Context: an optimization exercise on an open-source flow, tuned for small area, a short achievable clock period and few clock cycles per item. The choices shown serve that exercise and are no tape-out recipe. At most, simulation tests tie the RTL to the original design; equivalence was not proved. Power figures rest on the tool's default switching activity, not on a simulated workload.

// overwriting_record_stack_drain_unit
module overwriting_record_stack_drain_unit #(
    parameter int DEPTH        = 16,
    parameter int RECORD_BYTES = 8
) (
    input  logic        i_clk,
    input  logic        i_rst_n,
    input  logic        in_valid,
    output logic        in_ready,
    input  logic        in_opcode,
    input  logic [63:0] in_entry_data,
    input  logic        in_reserve_slot,
    output logic        out_valid,
    input  logic        out_ready,
    output logic        out_is_header,
    output logic [63:0] out_record_data,
    output logic [4:0]  out_header_count,
    output logic [4:0]  out_popped,
    output logic        out_last,
    input  logic        cfg_valid,
    output logic        cfg_ready,
    input  logic [4:0]  cfg_data
);
Size: ~3200 cells after synthesis, roughly 1400 flip-flops, ~160 I/O pins, about 0.055 sq mm of cells after synthesis.
==> flow/config.mk <==
export PLATFORM = sky130hd
export DESIGN_NAME = overwriting_record_stack_drain_unit
export DESIGN_NICKNAME = overwriting_record_stack_drain_unit
export VERILOG_FILES = /design/flow/design.v
export SDC_FILE = /design/flow/constraint.sdc
export NUM_CORES = 4
export LEC_CHECK = 0
export ABC_CLOCK_PERIOD_IN_PS = 2200
export CAP_MARGIN = 20
export CORE_MARGIN = 2
export CORE_UTILIZATION = 40
export CTS_CLUSTER_DIAMETER = 100
export CTS_CLUSTER_SIZE = 25
export SETUP_SLACK_MARGIN = 1.8
export SLEW_MARGIN = 20
==> flow/constraint.sdc <==
create_clock -name core_clock -period 4.0 [get_ports {i_clk}]
set_input_delay 0.8000 -clock core_clock [delete_from_list [all_inputs] [get_ports {i_clk}]]
set_output_delay 0.8000 -clock core_clock [all_outputs]
set_load 0.01 [all_outputs]
run.sh (not shown) runs the stock make flow with config.mk's settings and CLKGATE_MAP_FILE= SYNTH_SCRIPT=/design/flow/synth_recipe.tcl, a recipe that flattens the netlist after the stock synthesis.
Rerun with:
--- a/flow/design.v
+++ b/flow/design.v
@@ -78,21 +78,18 @@
     logic [SW-1:0] r_head;    
     logic [SW-1:0] r_headm1;  
     logic [SW-1:0] r_tail;    
     logic [SW-1:0] r_tail2;   
     logic [CW-1:0] r_fill;
     logic [SW-1:0] r_t0;      
     logic [SW-1:0] r_t1;      
     logic [SW-1:0] r_ptr  [D];
     logic [SW-1:0] r_link [D];
-    logic          r_lw_v;
-    logic [D-1:0]  r_lw_oh;
-    logic [SW-1:0] r_lw_pos;
     logic [D-1:0]  r_busy;
     logic [SW-1:0] r_wsel;
     logic [D-1:0]  r_wsel_oh;
     logic          r_in_ready;
     logic          r_out_valid;
     logic [SW-1:0] r_q_start [NF];
     logic [CW-1:0] r_q_k     [NF];
     logic          r_q_rsv   [NF];
     logic [QW-1:0] r_q_cnt;
@@ -207,21 +204,19 @@
             r_tail2     <= SW'(2);
             r_fill      <= '0;
             r_busy      <= '0;
             r_wsel      <= '0;
             r_wsel_oh   <= D'(1);
             r_in_ready  <= 1'b1;
             r_out_valid <= 1'b0;
             r_q_cnt     <= '0;
             r_e_act     <= 1'b0;
-            r_lw_v      <= 1'b0;
         end else begin
-            r_lw_v      <= w_push;
             if (i_cfg_valid) begin
                 r_cap  <= (i_cfg_data > ors_pkg::BATCH_CAP) ? ors_pkg::BATCH_CAP : i_cfg_data;
                 r_cap1 <= (i_cfg_data > ors_pkg::BATCH_CAP) ? ors_pkg::BATCH_CAP - 1'b1
                         : (i_cfg_data != '0) ? i_cfg_data - 1'b1 : '0;
             end
             if (w_push) begin
                 r_head   <= r_head + 1'b1;
                 r_headm1 <= r_head;
                 if (w_full) begin
@@ -246,34 +241,30 @@
             end
             if (w_drain && !w_e_take)      r_q_cnt <= r_q_cnt + 1'b1;
             else if (!w_drain && w_e_take) r_q_cnt <= r_q_cnt - 1'b1;
             if (w_e_take)      r_e_act <= 1'b1;
             else if (o_ld_hdr) r_e_act <= 1'b0;
         end
     end
     always_ff @(posedge i_clk) begin
         if (w_push) begin
-            r_lw_oh  <= r_wsel_oh;
-            r_lw_pos <= r_headm1;
-        end
-        if (w_push) begin
             r_ptr[r_head] <= r_wsel;
             if (w_full) begin
                 r_t0 <= r_t1;
                 r_t1 <= r_ptr[r_tail2];
             end else if (r_fill == CW'(0)) begin
                 r_t0 <= r_wsel;
             end else if (r_fill == CW'(1)) begin
                 r_t1 <= r_wsel;
             end
         end
         for (int i = 0; i < D; i++) begin
-            if (r_lw_v && r_lw_oh[i]) r_link[i] <= r_ptr[r_lw_pos];
+            if (w_push && r_wsel_oh[i]) r_link[i] <= w_top;
         end
         for (int i = 0; i < NF; i++) begin
             if (w_q_we[i]) begin
                 r_q_start[i] <= w_top;
                 r_q_k[i]     <= w_k;
                 r_q_rsv[i]   <= i_reserve_slot;
             end else if (w_e_take) begin
                 if (i < NF - 1) begin
                     r_q_start[i] <= r_q_start[(i < NF - 1) ? i + 1 : i];
Outcome: Total power fell slightly. Die area drops by a few percent. Area after synthesis came out lower by a few percent. Worst hold slack gets better by 0.025 ns. Synthesized cell count falls slightly. Worst setup slack is worse by 0.079 ns. Core utilization is higher by 0.20 points. Via count drops slightly. Sequential power went down by a few percent. Non-clock buffer count is lower by 1. Critical path depth does not change. Final cell count falls slightly.
Testbench counts after the change, summed over its fixed seeds: cycles 4,048, items 3,840.
Only the layout flow was run in the first run of this note; the RTL was not checked for function there.

==> port drivers added, routing unchanged <==
The results above use ideal ports. As a check the final layouts listed here were re-extracted and re-timed, cells and wires unchanged. Step 1 sets driving cells, clkbuf_16 on the clock port and buf_2 on the other inputs (assumed; they add their load-dependent delay and slew). Step 2 adds t to the input delays and takes it off the output delays; t is the mean of the earliest and latest rising clock arrival at the registers after step 1. Input paths then give back, and output paths get back, about the clock's delay inside the block. Three values: ideal, step 1, step 2; two values: the first two.
| run | t, ns | slack for setup (ns) | worst slew at a driven data input, ns |
|---|---|---|---|
| the first run | 0.746 | 1.667 / 1.667 / 1.001 | 0.14 |
| the second run | 0.730 | 1.587 / 1.587 / 1.048 | 0.19 |
After both steps every run listed still meets setup and hold. The setup slack of the first run, which loses most, moves by 0.000 ns with the drivers and by -0.666 ns with both steps.
